Source: an optimization exercise on an open RTL-to-GDS flow (aim: small area, a short achievable clock period and few clock cycles per item). Production flows keep margins and buffers that such runs may drop.
Where RTL was checked, it was by simulation tests only, not by an equivalence proof against the original.
The RTL of run 2 was laid out without a check of its function.
Power and IR drop assume default switching activity.

## flow/design.v (module list and top-level ports; edited modules follow where they fit)
// module classifierTop: 1898 lines
module classifierTop (
    input  wire                   i_clk100,
    input  wire                   i_rstN,
    input  wire cnnPkg::camBus_t  i_cam,
    input  wire                   i_start,
    input  wire                   i_cfgWr,
    input  wire [4-1:0] i_cfgAddr,
    input  wire [15:0]            i_cfgData,
    output logic                  o_busy,
    output logic                  o_done,
    output cnnPkg::score_t        o_score,
    output logic                  o_led
);
  // ...
==> flow/flow/run.sh <==
#!/bin/bash
set -euo pipefail
bash standard.sh SETUP_SLACK_MARGIN=6.7 finish > standard.log 2>&1
==> flow/standard.sh <==
#!/bin/bash
# synth_recipe.tcl (not shown) runs the flow's synth.tcl, then flattens the netlist and writes it again
# the make line also repeats each setting of config.mk as NAME=value (left out here)
make -C /OpenROAD-flow-scripts/flow DESIGN_CONFIG=/design/flow/config.mk WORK_HOME=/design/flow/orfs CLKGATE_MAP_FILE= SYNTH_SCRIPT=/design/flow/synth_recipe.tcl "${@:-finish}"
==> flow/config.mk <==
export PLATFORM = sky130hd
export DESIGN_NAME = classifierTop
export DESIGN_NICKNAME = classifierTop
export VERILOG_FILES = /design/flow/design.v
export SDC_FILE = /design/flow/constraint.sdc
export NUM_CORES = 4
export LEC_CHECK = 0
export CAP_MARGIN = 20
export CORE_MARGIN = 2
export CORE_UTILIZATION = 40
export SLEW_MARGIN = 20
==> flow/constraint.sdc <==
create_clock -name core_clock -period 10.0 [get_ports {i_clk100}]
set_input_delay 2.0000 -clock core_clock [delete_from_list [all_inputs] [get_ports {i_clk100}]]
set_output_delay 2.0000 -clock core_clock [all_outputs]
set_load 0.01 [all_outputs]
==> key figures, run 1 <==
Synthesis
  – Synth Area in Adders: 0.236
  – Flop and latch count out of synthesis: 608
  – Cells after synthesis: 2610
  – Synth Area in Simple Gates: 0.0924
  – Ys flop type: edfxtp_1
  – Top-count cell post-synth: inv_1

Critical path
  – Startpoint types: flop
  – Largest fanout on the critical path: 24
  – Critical Path RT: 10.44 ns
  – Worst reg2reg endpoint: P[22]
  – Worst Setup End Kind: flop
  – Crit path max-delay family: compound AO/OA/AOI/OAI gates
  – Worst path bufs/invs: 2
  – Crit path DAT: 4.04 ns
  – R2R depth: 14

Timing
  – Clock Skew: 0.0371 ns
  – Setup violators final: 0
  – Min cycle time layout: 3.60 ns
  – Final WS setup: 6.40 ns

Power and ir drop
  – Comb pwr share: 0.508
  – Power per cell area: 365 nW/um^2
  – Pint: 8.39 mW
  – Total power: 14.0 mW
  – Comb pwr: 7.10 mW
  – Flop pwr share: 0.310

GRT
  – GR Layer Usage met1: 0.247
  – Tot GR Track Use: 0.192
  – Busiest layer in global routing: met2

Run status
  – Status: no timing/DRC/antenna violations

Final layout
  – Commonest non-fill, non-tap cell in the layout: inv_1
  – FFs & Latches: 608
  – Final-layout non-clock buffer area share: 0.0453
  – Sequential cell area: 15500 um^2
  – Buffers excl. clock: 173
  – Commonest non-fill, non-tap cells in the layout: inv_1 (355), fa_1 (302), edfxtp_1 (261)

Clocking
  – Post-CTS setup repair buffer count: 60

Placement
  – Placed cell count: 3645
  – Post-place instance area: 34500 um^2
  – Placer Congestion: 0.874

Die
  – Rows: 104

Min path
  – Min-delay src: tBRow[2]

Route
  – Top sig layer: met4
Testbench counts, summed over its fixed seeds: cycles 39,099, tiles 192.
==> run 2: changes to the inputs <==
--- a/flow/design.v
+++ b/flow/design.v
@@ -1382,79 +1382,78 @@
     assign accSum = {ad_s_19, ad_s_18, ad_s_17, ad_s_16, ad_s_15, ad_s_14, ad_s_13, ad_s_12, ad_s_11, ad_s_10, ad_s_9, ad_s_8, ad_s_7, ad_s_6, ad_s_5, ad_s_4, ad_s_3, ad_s_2, ad_s_1, ad_s_0};
     assign accNext = accSum;
     always_ff @(posedge i_clk100) begin
         if (tCV) acc[tCCol[2]] <= accNext;
     end
     logic [2:0]  fcSt;          
     logic [1:0]  featQ;
     logic        fcLast, scInit;
-    logic [1:0]  dL, dR;        
-    logic        neg, first;
+    logic [1:0]  dg;            
+    logic        neg;
+    logic [15:0] fv;            
     logic [23:0] P;
     wire  [23:0] pSum0, pSum1, pNext;
     logic signed [26:0] score;
-    wire  [19:0] accL = acc[0];
-    wire  [19:0] accR = acc[1];
     wire  [7:0]  wQ   = fcW[featQ];
     wire  [1:0]  qD   = {tCRow[2], tCCol[2]};
     wire  [7:0]  wD   = fcW[qD];
     wire pp_1, pp_2, pp_3, pp_4, pp_5, pp_6, pp_7, pp_8;
     wire pp_9, pp_10, pp_11, pp_12, pp_13, pp_14, pp_15, pp_16;
     wire pp_17, pp_18, pp_19, pp_20, pp_21, pp_22, pp_23, pp_24;
     wire pp_25, pp_26, pp_27, pp_28, pp_29, pp_30, pp_31, pp_32;
     wire pp_33, pp_34, pp_35, pp_36, pp_37, pp_38, pp_39, pp_40;
     wire pp_41, pp_42, pp_43, pp_44, pp_45, pp_46;
-    assign pp_1 = (((dL[1] & accL[4]) | (dR[1] & accR[4])) ^ neg) ^ ((dL[0] & accL[5]) | (dR[0] & accR[5]));
-    assign pp_2 = (((dL[1] & accL[4]) | (dR[1] & accR[4])) ^ neg) & ((dL[0] & accL[5]) | (dR[0] & accR[5]));
-    assign pp_3 = (P[0] & ~first) ^ (((dL[1] & accL[5]) | (dR[1] & accR[5])) ^ neg) ^ ((dL[0] & accL[6]) | (dR[0] & accR[6]));
-    assign pp_4 = ((P[0] & ~first) & (((dL[1] & accL[5]) | (dR[1] & accR[5])) ^ neg)) | ((P[0] & ~first) & ((dL[0] & accL[6]) | (dR[0] & accR[6]))) | ((((dL[1] & accL[5]) | (dR[1] & accR[5])) ^ neg) & ((dL[0] & accL[6]) | (dR[0] & accR[6])));
-    assign pp_5 = (P[1] & ~first) ^ (((dL[1] & accL[6]) | (dR[1] & accR[6])) ^ neg) ^ ((dL[0] & accL[7]) | (dR[0] & accR[7]));
-    assign pp_6 = ((P[1] & ~first) & (((dL[1] & accL[6]) | (dR[1] & accR[6])) ^ neg)) | ((P[1] & ~first) & ((dL[0] & accL[7]) | (dR[0] & accR[7]))) | ((((dL[1] & accL[6]) | (dR[1] & accR[6])) ^ neg) & ((dL[0] & accL[7]) | (dR[0] & accR[7])));
-    assign pp_7 = (P[2] & ~first) ^ (((dL[1] & accL[7]) | (dR[1] & accR[7])) ^ neg) ^ ((dL[0] & accL[8]) | (dR[0] & accR[8]));
-    assign pp_8 = ((P[2] & ~first) & (((dL[1] & accL[7]) | (dR[1] & accR[7])) ^ neg)) | ((P[2] & ~first) & ((dL[0] & accL[8]) | (dR[0] & accR[8]))) | ((((dL[1] & accL[7]) | (dR[1] & accR[7])) ^ neg) & ((dL[0] & accL[8]) | (dR[0] & accR[8])));
-    assign pp_9 = (P[3] & ~first) ^ (((dL[1] & accL[8]) | (dR[1] & accR[8])) ^ neg) ^ ((dL[0] & accL[9]) | (dR[0] & accR[9]));
-    assign pp_10 = ((P[3] & ~first) & (((dL[1] & accL[8]) | (dR[1] & accR[8])) ^ neg)) | ((P[3] & ~first) & ((dL[0] & accL[9]) | (dR[0] & accR[9]))) | ((((dL[1] & accL[8]) | (dR[1] & accR[8])) ^ neg) & ((dL[0] & accL[9]) | (dR[0] & accR[9])));
-    assign pp_11 = (P[4] & ~first) ^ (((dL[1] & accL[9]) | (dR[1] & accR[9])) ^ neg) ^ ((dL[0] & accL[10]) | (dR[0] & accR[10]));
-    assign pp_12 = ((P[4] & ~first) & (((dL[1] & accL[9]) | (dR[1] & accR[9])) ^ neg)) | ((P[4] & ~first) & ((dL[0] & accL[10]) | (dR[0] & accR[10]))) | ((((dL[1] & accL[9]) | (dR[1] & accR[9])) ^ neg) & ((dL[0] & accL[10]) | (dR[0] & accR[10])));
-    assign pp_13 = (P[5] & ~first) ^ (((dL[1] & accL[10]) | (dR[1] & accR[10])) ^ neg) ^ ((dL[0] & accL[11]) | (dR[0] & accR[11]));
-    assign pp_14 = ((P[5] & ~first) & (((dL[1] & accL[10]) | (dR[1] & accR[10])) ^ neg)) | ((P[5] & ~first) & ((dL[0] & accL[11]) | (dR[0] & accR[11]))) | ((((dL[1] & accL[10]) | (dR[1] & accR[10])) ^ neg) & ((dL[0] & accL[11]) | (dR[0] & accR[11])));
-    assign pp_15 = (P[6] & ~first) ^ (((dL[1] & accL[11]) | (dR[1] & accR[11])) ^ neg) ^ ((dL[0] & accL[12]) | (dR[0] & accR[12]));
-    assign pp_16 = ((P[6] & ~first) & (((dL[1] & accL[11]) | (dR[1] & accR[11])) ^ neg)) | ((P[6] & ~first) & ((dL[0] & accL[12]) | (dR[0] & accR[12]))) | ((((dL[1] & accL[11]) | (dR[1] & accR[11])) ^ neg) & ((dL[0] & accL[12]) | (dR[0] & accR[12])));
-    assign pp_17 = (P[7] & ~first) ^ (((dL[1] & accL[12]) | (dR[1] & accR[12])) ^ neg) ^ ((dL[0] & accL[13]) | (dR[0] & accR[13]));
-    assign pp_18 = ((P[7] & ~first) & (((dL[1] & accL[12]) | (dR[1] & accR[12])) ^ neg)) | ((P[7] & ~first) & ((dL[0] & accL[13]) | (dR[0] & accR[13]))) | ((((dL[1] & accL[12]) | (dR[1] & accR[12])) ^ neg) & ((dL[0] & accL[13]) | (dR[0] & accR[13])));
-    assign pp_19 = (P[8] & ~first) ^ (((dL[1] & accL[13]) | (dR[1] & accR[13])) ^ neg) ^ ((dL[0] & accL[14]) | (dR[0] & accR[14]));
-    assign pp_20 = ((P[8] & ~first) & (((dL[1] & accL[13]) | (dR[1] & accR[13])) ^ neg)) | ((P[8] & ~first) & ((dL[0] & accL[14]) | (dR[0] & accR[14]))) | ((((dL[1] & accL[13]) | (dR[1] & accR[13])) ^ neg) & ((dL[0] & accL[14]) | (dR[0] & accR[14])));
-    assign pp_21 = (P[9] & ~first) ^ (((dL[1] & accL[14]) | (dR[1] & accR[14])) ^ neg) ^ ((dL[0] & accL[15]) | (dR[0] & accR[15]));
-    assign pp_22 = ((P[9] & ~first) & (((dL[1] & accL[14]) | (dR[1] & accR[14])) ^ neg)) | ((P[9] & ~first) & ((dL[0] & accL[15]) | (dR[0] & accR[15]))) | ((((dL[1] & accL[14]) | (dR[1] & accR[14])) ^ neg) & ((dL[0] & accL[15]) | (dR[0] & accR[15])));
-    assign pp_23 = (P[10] & ~first) ^ (((dL[1] & accL[15]) | (dR[1] & accR[15])) ^ neg) ^ ((dL[0] & accL[16]) | (dR[0] & accR[16]));
-    assign pp_24 = ((P[10] & ~first) & (((dL[1] & accL[15]) | (dR[1] & accR[15])) ^ neg)) | ((P[10] & ~first) & ((dL[0] & accL[16]) | (dR[0] & accR[16]))) | ((((dL[1] & accL[15]) | (dR[1] & accR[15])) ^ neg) & ((dL[0] & accL[16]) | (dR[0] & accR[16])));
-    assign pp_25 = (P[11] & ~first) ^ (((dL[1] & accL[16]) | (dR[1] & accR[16])) ^ neg) ^ ((dL[0] & accL[17]) | (dR[0] & accR[17]));
-    assign pp_26 = ((P[11] & ~first) & (((dL[1] & accL[16]) | (dR[1] & accR[16])) ^ neg)) | ((P[11] & ~first) & ((dL[0] & accL[17]) | (dR[0] & accR[17]))) | ((((dL[1] & accL[16]) | (dR[1] & accR[16])) ^ neg) & ((dL[0] & accL[17]) | (dR[0] & accR[17])));
-    assign pp_27 = (P[12] & ~first) ^ (((dL[1] & accL[17]) | (dR[1] & accR[17])) ^ neg) ^ ((dL[0] & accL[18]) | (dR[0] & accR[18]));
-    assign pp_28 = ((P[12] & ~first) & (((dL[1] & accL[17]) | (dR[1] & accR[17])) ^ neg)) | ((P[12] & ~first) & ((dL[0] & accL[18]) | (dR[0] & accR[18]))) | ((((dL[1] & accL[17]) | (dR[1] & accR[17])) ^ neg) & ((dL[0] & accL[18]) | (dR[0] & accR[18])));
-    assign pp_29 = (P[13] & ~first) ^ (((dL[1] & accL[18]) | (dR[1] & accR[18])) ^ neg) ^ ((dL[0] & accL[19]) | (dR[0] & accR[19]));
-    assign pp_30 = ((P[13] & ~first) & (((dL[1] & accL[18]) | (dR[1] & accR[18])) ^ neg)) | ((P[13] & ~first) & ((dL[0] & accL[19]) | (dR[0] & accR[19]))) | ((((dL[1] & accL[18]) | (dR[1] & accR[18])) ^ neg) & ((dL[0] & accL[19]) | (dR[0] & accR[19])));
-    assign pp_31 = (P[14] & ~first) ^ (((dL[1] & accL[19]) | (dR[1] & accR[19])) ^ neg);
-    assign pp_32 = (P[14] & ~first) & (((dL[1] & accL[19]) | (dR[1] & accR[19])) ^ neg);
-    assign pp_33 = (P[15] & ~first) ^ neg;
-    assign pp_34 = (P[15] & ~first) & neg;
-    assign pp_35 = (P[16] & ~first) ^ neg;
-    assign pp_36 = (P[16] & ~first) & neg;
-    assign pp_37 = (P[17] & ~first) ^ neg;
-    assign pp_38 = (P[17] & ~first) & neg;
-    assign pp_39 = (P[18] & ~first) ^ neg;
-    assign pp_40 = (P[18] & ~first) & neg;
-    assign pp_41 = (P[19] & ~first) ^ neg;
-    assign pp_42 = (P[19] & ~first) & neg;
-    assign pp_43 = (P[20] & ~first) ^ neg;
-    assign pp_44 = (P[20] & ~first) & neg;
-    assign pp_45 = (P[21] & ~first) ^ neg;
-    assign pp_46 = (P[21] & ~first) & neg;
-    assign pSum0 = {pp_45, pp_43, pp_41, pp_39, pp_37, pp_35, pp_33, pp_31, pp_29, pp_27, pp_25, pp_23, pp_21, pp_19, pp_17, pp_15, pp_13, pp_11, pp_9, pp_7, pp_5, pp_3, pp_1, ((dL[0] & accL[4]) | (dR[0] & accR[4]))};
+    assign pp_1 = ((dg[1] & fv[0]) ^ neg) ^ (dg[0] & fv[1]);
+    assign pp_2 = ((dg[1] & fv[0]) ^ neg) & (dg[0] & fv[1]);
+    assign pp_3 = P[0] ^ ((dg[1] & fv[1]) ^ neg) ^ (dg[0] & fv[2]);
+    assign pp_4 = (P[0] & ((dg[1] & fv[1]) ^ neg)) | (P[0] & (dg[0] & fv[2])) | (((dg[1] & fv[1]) ^ neg) & (dg[0] & fv[2]));
+    assign pp_5 = P[1] ^ ((dg[1] & fv[2]) ^ neg) ^ (dg[0] & fv[3]);
+    assign pp_6 = (P[1] & ((dg[1] & fv[2]) ^ neg)) | (P[1] & (dg[0] & fv[3])) | (((dg[1] & fv[2]) ^ neg) & (dg[0] & fv[3]));
+    assign pp_7 = P[2] ^ ((dg[1] & fv[3]) ^ neg) ^ (dg[0] & fv[4]);
+    assign pp_8 = (P[2] & ((dg[1] & fv[3]) ^ neg)) | (P[2] & (dg[0] & fv[4])) | (((dg[1] & fv[3]) ^ neg) & (dg[0] & fv[4]));
+    assign pp_9 = P[3] ^ ((dg[1] & fv[4]) ^ neg) ^ (dg[0] & fv[5]);
+    assign pp_10 = (P[3] & ((dg[1] & fv[4]) ^ neg)) | (P[3] & (dg[0] & fv[5])) | (((dg[1] & fv[4]) ^ neg) & (dg[0] & fv[5]));
+    assign pp_11 = P[4] ^ ((dg[1] & fv[5]) ^ neg) ^ (dg[0] & fv[6]);
+    assign pp_12 = (P[4] & ((dg[1] & fv[5]) ^ neg)) | (P[4] & (dg[0] & fv[6])) | (((dg[1] & fv[5]) ^ neg) & (dg[0] & fv[6]));
+    assign pp_13 = P[5] ^ ((dg[1] & fv[6]) ^ neg) ^ (dg[0] & fv[7]);
+    assign pp_14 = (P[5] & ((dg[1] & fv[6]) ^ neg)) | (P[5] & (dg[0] & fv[7])) | (((dg[1] & fv[6]) ^ neg) & (dg[0] & fv[7]));
+    assign pp_15 = P[6] ^ ((dg[1] & fv[7]) ^ neg) ^ (dg[0] & fv[8]);
+    assign pp_16 = (P[6] & ((dg[1] & fv[7]) ^ neg)) | (P[6] & (dg[0] & fv[8])) | (((dg[1] & fv[7]) ^ neg) & (dg[0] & fv[8]));
+    assign pp_17 = P[7] ^ ((dg[1] & fv[8]) ^ neg) ^ (dg[0] & fv[9]);
+    assign pp_18 = (P[7] & ((dg[1] & fv[8]) ^ neg)) | (P[7] & (dg[0] & fv[9])) | (((dg[1] & fv[8]) ^ neg) & (dg[0] & fv[9]));
+    assign pp_19 = P[8] ^ ((dg[1] & fv[9]) ^ neg) ^ (dg[0] & fv[10]);
+    assign pp_20 = (P[8] & ((dg[1] & fv[9]) ^ neg)) | (P[8] & (dg[0] & fv[10])) | (((dg[1] & fv[9]) ^ neg) & (dg[0] & fv[10]));
+    assign pp_21 = P[9] ^ ((dg[1] & fv[10]) ^ neg) ^ (dg[0] & fv[11]);
+    assign pp_22 = (P[9] & ((dg[1] & fv[10]) ^ neg)) | (P[9] & (dg[0] & fv[11])) | (((dg[1] & fv[10]) ^ neg) & (dg[0] & fv[11]));
+    assign pp_23 = P[10] ^ ((dg[1] & fv[11]) ^ neg) ^ (dg[0] & fv[12]);
+    assign pp_24 = (P[10] & ((dg[1] & fv[11]) ^ neg)) | (P[10] & (dg[0] & fv[12])) | (((dg[1] & fv[11]) ^ neg) & (dg[0] & fv[12]));
+    assign pp_25 = P[11] ^ ((dg[1] & fv[12]) ^ neg) ^ (dg[0] & fv[13]);
+    assign pp_26 = (P[11] & ((dg[1] & fv[12]) ^ neg)) | (P[11] & (dg[0] & fv[13])) | (((dg[1] & fv[12]) ^ neg) & (dg[0] & fv[13]));
+    assign pp_27 = P[12] ^ ((dg[1] & fv[13]) ^ neg) ^ (dg[0] & fv[14]);
+    assign pp_28 = (P[12] & ((dg[1] & fv[13]) ^ neg)) | (P[12] & (dg[0] & fv[14])) | (((dg[1] & fv[13]) ^ neg) & (dg[0] & fv[14]));
+    assign pp_29 = P[13] ^ ((dg[1] & fv[14]) ^ neg) ^ (dg[0] & fv[15]);
+    assign pp_30 = (P[13] & ((dg[1] & fv[14]) ^ neg)) | (P[13] & (dg[0] & fv[15])) | (((dg[1] & fv[14]) ^ neg) & (dg[0] & fv[15]));
+    assign pp_31 = P[14] ^ ((dg[1] & fv[15]) ^ neg);
+    assign pp_32 = P[14] & ((dg[1] & fv[15]) ^ neg);
+    assign pp_33 = P[15] ^ neg;
+    assign pp_34 = P[15] & neg;
+    assign pp_35 = P[16] ^ neg;
+    assign pp_36 = P[16] & neg;
+    assign pp_37 = P[17] ^ neg;
+    assign pp_38 = P[17] & neg;
+    assign pp_39 = P[18] ^ neg;
+    assign pp_40 = P[18] & neg;
+    assign pp_41 = P[19] ^ neg;
+    assign pp_42 = P[19] & neg;
+    assign pp_43 = P[20] ^ neg;
+    assign pp_44 = P[20] & neg;
+    assign pp_45 = P[21] ^ neg;
+    assign pp_46 = P[21] & neg;
+    assign pSum0 = {pp_45, pp_43, pp_41, pp_39, pp_37, pp_35, pp_33, pp_31, pp_29, pp_27, pp_25, pp_23, pp_21, pp_19, pp_17, pp_15, pp_13, pp_11, pp_9, pp_7, pp_5, pp_3, pp_1, (dg[0] & fv[0])};
     assign pSum1 = {pp_44, pp_42, pp_40, pp_38, pp_36, pp_34, pp_32, pp_30, pp_28, pp_26, pp_24, pp_22, pp_20, pp_18, pp_16, pp_14, pp_12, pp_10, pp_8, pp_6, pp_4, pp_2, neg, 1'b0};
     wire ap_g0_0, ap_p0_0, ap_g0_1, ap_p0_1, ap_g0_2, ap_p0_2, ap_g0_3, ap_p0_3;
     wire ap_g0_4, ap_p0_4, ap_g0_5, ap_p0_5, ap_g0_6, ap_p0_6, ap_g0_7, ap_p0_7;
     wire ap_g0_8, ap_p0_8, ap_g0_9, ap_p0_9, ap_g0_10, ap_p0_10, ap_g0_11, ap_p0_11;
     wire ap_g0_12, ap_p0_12, ap_g0_13, ap_p0_13, ap_g0_14, ap_p0_14, ap_g0_15, ap_p0_15;
     wire ap_g0_16, ap_p0_16, ap_g0_17, ap_p0_17, ap_g0_18, ap_p0_18, ap_g0_19, ap_p0_19;
     wire ap_g0_20, ap_p0_20, ap_g0_21, ap_p0_21, ap_g0_22, ap_p0_22, ap_g0_23, ap_p0_23;
     wire ap_g1_1, ap_p1_1, ap_g1_3, ap_p1_3, ap_g1_5, ap_p1_5, ap_g1_7, ap_p1_7;
@@ -1664,33 +1663,33 @@
                 fcSt <= fcSt + 3'd1;
         end
     end
     always_ff @(posedge i_clk100) begin
         if (tCV && lastQ) begin
             featQ  <= qD;
             fcLast <= qD == 2'd3;
             scInit <= qD == 2'd0;
-            dL     <= tCCol[2] ? 2'd0 : wD[7:6];
-            dR     <= tCCol[2] ? wD[7:6] : 2'd0;
+            dg     <= wD[7:6];
             neg    <= 1'b1;
-            first  <= 1'b1;
+            fv     <= accNext[19:4];
+            P      <= '0;
         end else begin
-            neg   <= 1'b0;
-            first <= 1'b0;
+            neg <= 1'b0;
             case (fcSt)
-                3'd1: begin dL <= featQ[0] ? 2'd0 : wQ[5:4]; dR <= featQ[0] ? wQ[5:4] : 2'd0; end
-                3'd2: begin dL <= featQ[0] ? 2'd0 : wQ[3:2]; dR <= featQ[0] ? wQ[3:2] : 2'd0; end
-                default: begin dL <= featQ[0] ? 2'd0 : wQ[1:0]; dR <= featQ[0] ? wQ[1:0] : 2'd0; end
+                3'd1:    dg <= wQ[5:4];
+                3'd2:    dg <= wQ[3:2];
+                default: dg <= wQ[1:0];
             endcase
+            if (fcSt >= 3'd1 && fcSt <= 3'd4) P <= pNext;
         end
-        if (fcSt >= 3'd1 && fcSt <= 3'd4) P <= pNext;
     end
-    wire [26:0] scBase = scInit ? 27'($signed(bias)) : score;
-    wire [26:0] scP    = {{3{P[23]}}, P};
+    wire        scAdd  = fcSt == 3'd5;
+    wire [26:0] scBase = (scAdd && scInit) ? 27'($signed(bias)) : score;
+    wire [26:0] scP    = scAdd ? {{3{P[23]}}, P} : 27'd0;
     wire [26:0] scSum;
     wire as_g0_0, as_p0_0, as_g0_1, as_p0_1, as_g0_2, as_p0_2, as_g0_3, as_p0_3;
     wire as_g0_4, as_p0_4, as_g0_5, as_p0_5, as_g0_6, as_p0_6, as_g0_7, as_p0_7;
     wire as_g0_8, as_p0_8, as_g0_9, as_p0_9, as_g0_10, as_p0_10, as_g0_11, as_p0_11;
     wire as_g0_12, as_p0_12, as_g0_13, as_p0_13, as_g0_14, as_p0_14, as_g0_15, as_p0_15;
     wire as_g0_16, as_p0_16, as_g0_17, as_p0_17, as_g0_18, as_p0_18, as_g0_19, as_p0_19;
     wire as_g0_20, as_p0_20, as_g0_21, as_p0_21, as_g0_22, as_p0_22, as_g0_23, as_p0_23;
     wire as_g0_24, as_p0_24, as_g0_25, as_p0_25, as_g0_26, as_p0_26, as_g1_1, as_p1_1;
@@ -1911,16 +1910,16 @@
     assign as_s_21 = as_p0_21 ^ as_g5_20;
     assign as_s_22 = as_p0_22 ^ as_g5_21;
     assign as_s_23 = as_p0_23 ^ as_g5_22;
     assign as_s_24 = as_p0_24 ^ as_g5_23;
     assign as_s_25 = as_p0_25 ^ as_g5_24;
     assign as_s_26 = as_p0_26 ^ as_g5_25;
     assign scSum = {as_s_26, as_s_25, as_s_24, as_s_23, as_s_22, as_s_21, as_s_20, as_s_19, as_s_18, as_s_17, as_s_16, as_s_15, as_s_14, as_s_13, as_s_12, as_s_11, as_s_10, as_s_9, as_s_8, as_s_7, as_s_6, as_s_5, as_s_4, as_s_3, as_s_2, as_s_1, as_s_0};
     always_ff @(posedge i_clk100) begin
-        if (fcSt == 3'd5) score <= scSum;
+        score <= scSum;
     end
     assign o_busy  = busy;
     assign o_done  = doneR;
     assign o_score = 32'(score);
     assign o_led   = score[26];
 endmodule
 `default_nettype wire
==> run 2 against run 1 <==
Against the previous run:
- cell area grew 1.2%
- critical path type unchanged
- critical endpoint is now P[22]
- clock-buffer cell count grew 4
- sequential cell count grew 14
==> key figures, run 2 <==
Run status
  – Status: no timing/DRC/antenna violations (unchanged)

Timing
  – Rel. slew slack: 0.237 (was 0.265)
  – Final WS setup: 6.57 ns (was 6.40 ns)
  – Slew Viols, Final: 0 (unchanged)
  – Final Hold Fails: 0 (unchanged)
  – TNS Setup: 0 ns (unchanged)
  – Setup violators final: 0 (unchanged)
  – RSZ-0062 raised after global routing: yes (unchanged)
  – Max Clock Freq: 0.291 GHz (was 0.278 GHz)
  – Min cycle time layout: 3.43 ns (was 3.60 ns)
  – Period utilisation layout: 0.343 (was 0.360)
  – Slew @ Worst Pin: 1.14 ns (was 1.10 ns)
  – Worst hold slack: 0.324 ns (was 0.314 ns)
  – Clock Skew: 0.0359 ns (was 0.0371 ns)

Synthesis
  – Top-count cell post-synth: inv_1 (unchanged)
  – Synth area leaders: edfxtp_1 (21%), fa_1 (19%), dfxtp_1 (15%), dfrtp_1 (11%), mux2_2 (7.1%) (was edfxtp_1 (24%), fa_1 (19%), dfxtp_1 (13%), dfrtp_1 (11%), mux2_2 (7.1%))
  – Yosys cell types: 64 (was 66)
  – Ys flop type: dfxtp_1 (was edfxtp_1)
  – Synth async-reset ratio: 0.228 (was 0.234)
  – Post-Syn Area: 33100 um^2 (was 32800 um^2)
  – Synth Area in Simple Gates: 0.102 (was 0.0924)
  – Post-synthesis sequential area ratio: 0.466 (was 0.473)
  – Share of the synthesized area in the top cell type: 0.205 (was 0.239)
  – Post-Synth XOR/XNOR Area: 0.0243 (was 0.0219)
  – Area leader, netlist: edfxtp_1 (unchanged)
  – Post-synth top cells: inv_1 (370), fa_1 (311), dfxtp_1 (254), edfxtp_1 (226), mux2_2 (208) (was inv_1 (356), fa_1 (311), edfxtp_1 (261), mux2_2 (206), dfxtp_1 (205))
  – Ys Warns: 4 (unchanged)
  – Mean post-synth cell area: 12.2 um^2 (was 12.5 um^2)
  – Synth Area in Adders: 0.237 (was 0.236)
  – Cells after synthesis: 2708 (was 2610)
  – Post-synth EDFFs: 226 (was 261)
  – Flop and latch count out of synthesis: 622 (was 608)
  – Post-synthesis mux area share: 0.0811 (was 0.0806)
  – Post-synth net total: 3183 (was 3074)
  – Largest family of logic cells by synthesized area: adder cells (unchanged)
  – Compound-Gate Fraction of Synth Area: 0.0345 (was 0.0422)

Die
  – Starting Density: 0.404 (was 0.405)
  – Die Y: 292 um (was 290 um)
  – IO Pins: 69 (unchanged)
  – Rows: 105 (was 104)
  – Die ar.: 85100 um^2 (was 84200 um^2)
  – Die Wd: 292 um (was 290 um)
  – Core area: 82000 um^2 (was 80800 um^2)

Clocking
  – CTS Buffer Depth: 3 (unchanged)
  – Clock insertion delay at the later pin of the skew report: 0.62 ns (about the same)
  – Clock sinks: 622 (was 608)
  – CTS buffer count: 71 (was 69)
  – H-tree depth: 3 (unchanged)
  – Root buf cell: clkbuf_16 (unchanged)
  – CTS tree: built (unchanged)
  – Worst-path clk slew: 0.06 ns (about the same)
  – CTS Hold Bufs: 0 (unchanged)

Placement
  – Placed cell count: 3751 (was 3645)
  – Post-DP HPWL: 59400 um (was 57900 um)
  – Placer Congestion: 0.898 (was 0.874)
  – PortBufs: 68 (unchanged)
  – Post-Place Setup Slack: 5.09 ns (was 4.95 ns)

Route
  – Final wirelength: 82900 um (was 80200 um)
  – Vias/cell: 5.09 (was 5.19)
  – Via count: 20212 (was 20061)
  – Avg WL per Cell: 20.8 um (was 20.7 um)
  – Detail Route Antenna Nets: 0 (unchanged)
  – Post-route DRC: 0 (unchanged)
  – DRT iter0 DRCs: 1346 (was 1308)
  – Drt pass-1 iters: 5 (unchanged)

Critical path
  – Worst Setup End Kind: flop (unchanged)
  – Largest fanout on the critical path: 5 (was 24)
  – Crit path DAT: 3.99 ns (was 4.04 ns)
  – Startpoint types: flop (unchanged)
  – R2r setup slk: 6.57 ns (was 6.40 ns)
  – Crit path kind: flop to flop (unchanged)
  – Critical Path RT: 10.56 ns (was 10.44 ns)

Final layout
  – Top reg by flops: lb (unchanged)
  – Commonest non-fill, non-tap cells in the layout: inv_1 (362), fa_1 (303), dfxtp_1 (246) (was inv_1 (355), fa_1 (302), edfxtp_1 (261))
  – Final non-filler cell total: 3974 (was 3869)
  – Max reg flops: 152 (unchanged)
  – Commonest non-fill, non-tap cell in the layout: inv_1 (unchanged)
  – Diode count: 0 (was 1)
  – Final #Nets: 3321 (was 3218)
  – Synth-to-layout area growth: 17.1% (was 16.9%)
  – Fraction of layout cells with a size suffix above 1: 0.192 (was 0.202)
  – Fillers: 7395 (was 7097)
  – Biggest regs: lb (152), aR (107), kern (72) (unchanged)

Power and ir drop
  – Power per cell area: 354 nW/um^2 (was 365 nW/um^2)
  – Max VDD drop: 171 uV (was 240 uV)
  – Total power: 13.7 mW (was 14.0 mW)
  – Leak: 17.1 nW (was 16.6 nW)

Min path
  – Path type of the worst min-delay path: flop to flop (unchanged)

Flow run
  – Max Cap Viol: 0 (unchanged)

GRT
  – Total global routing overflow: 0 (unchanged)
  – Largest net degree at the start of global routing: 81 (was 90)
  – First-pass GRT wire length: 127000 um (was 125000 um)
  – Initial antenna violation count: 2 (was 0)
  – Vias in the first global route: 21668 (was 21559)
  – Tot GR Track Use: 0.196 (was 0.192)
run 2: cell types whose count changed in the layout (fill, tap and decap cells not counted), sizes merged, moves of 18 or more:
| cell | change |
|---|---|
| a21oi | +19 |
| buf | -18 |
| dfxtp | +49 |
| edfxtp | -35 |
| dlygate4sd2 | +23 |
| o21ai | -28 |
| a22oi | -28 |
| nand2 | +47 |
run 2: cell type report:
cell class | instances | area, um^2 | share of cell area
sequential | 622 | 15500 | 0.399
timing repair buffer | 168 | 1660 | 0.0429
inverter | 372 | 1400 | 0.0362
tap | 1070 | 1340 | 0.0345
clock buffer | 93 | 2020 | 0.0520
clock inverter | 38 | 327 | 0.00843
multi-input combinational | 1611 | 16600 | 0.427
run 2: per-stage QoR:
| stage | util | cell area, um^2 |
|---|---|---|
| after floorplan | - | 33300 |
| after global placement | 0.426 | 34900 |
| after detailed placement | 0.426 | 34900 |
| after CTS | 0.464 | 38100 |
| after global routing | 0.473 | 38800 |
| final | 0.473 | 38800 |
run 2: worst paths after layout:
path	startpoint	to	depth (start not counted)
max in group asynchronous	i_rstN	fcSt[2]	2
worst min register to register	aR[96]	cs1[0]	0
worst max register to register	neg	P[22]	12
worst max-delay path	neg	P[22]	12
min in group asynchronous	i_rstN	kern[1][2]	1
worst min-delay path	aR[96]	cs1[0]	0
run 2: power breakdown:
| part | internal [mW] | total, mW | switching, mW |
|---|---|---|---|
| registers | 3.65 | 4.28 | 0.622 |
| logic | 2.99 | 6.85 | 3.87 |
| clock network | 1.47 | 2.58 | 1.11 |
| total | 8.11 | 13.7 | 5.60 |
run 2: kinds of logic (layout without fill, tap and decap cells):
kind of cell	after synthesis	in the layout
buf+inv	477	671
fa+ha+maj	441	441
flops	622	622
simple gates	661	663
mux	239	239
xor+xnor	92	92
compound gates	176	176
run 2: routing by layer:
metal	track usage	share of wire
met5	0	0
met4	0.0785	0.040
met3	0.0255	0.041
met2	0.349	0.51
met1	0.242	0.41
run 2: what timing repair did:
item,4_1_cts,5_1_grt
buffers inserted,51,34
resized for setup,101,88
pin swaps,27,54
endpoints found under the setup margin,406,129
gates cloned,4,3
run 2: critical path: stages (launching register included):
cell      delay, ns
dfxtp_4        0.39
buf_12         0.16
xnor2_4        0.16
fa_2           0.49
ha_4           0.27
o211ai_1       0.11
o211ai_1       0.38
nand4_1        0.21
a31oi_2        0.27
a41o_1         0.31
o21ai_2        0.11
or4_1          0.41
nand3_1        0.10

## re-timing with driven ports
No port has a modelled driver above. Below, the same layouts with a new extraction and two added sets of constraints. Step 1: set_driving_cell puts a clkbuf_16 on i_clk100 and a buf_2 on each other input, an assumption about the parent block. Step 2 moves the port delays by t, midway between the first and last clock arrival at a register: inputs arrive t later, outputs are due t later. That takes back most of the time a late clock gives input paths. a / b / c = no drivers / after step 1 / after step 2; a / b = the first two.
| run | shift t [ns] | slack for setup (ns) | worst slew at a driven data input, ns |
|---|---|---|---|
| run 1 | 0.667 | 6.403 / 6.403 / 6.154 | 0.04 |
| run 2 | 0.671 | 6.569 / 6.569 / 6.178 | 0.05 |
After both steps every run listed still meets setup and hold. For run 2, which loses most, drivers alone change the setup slack by 0.000 ns; drivers and shift together by -0.391 ns.
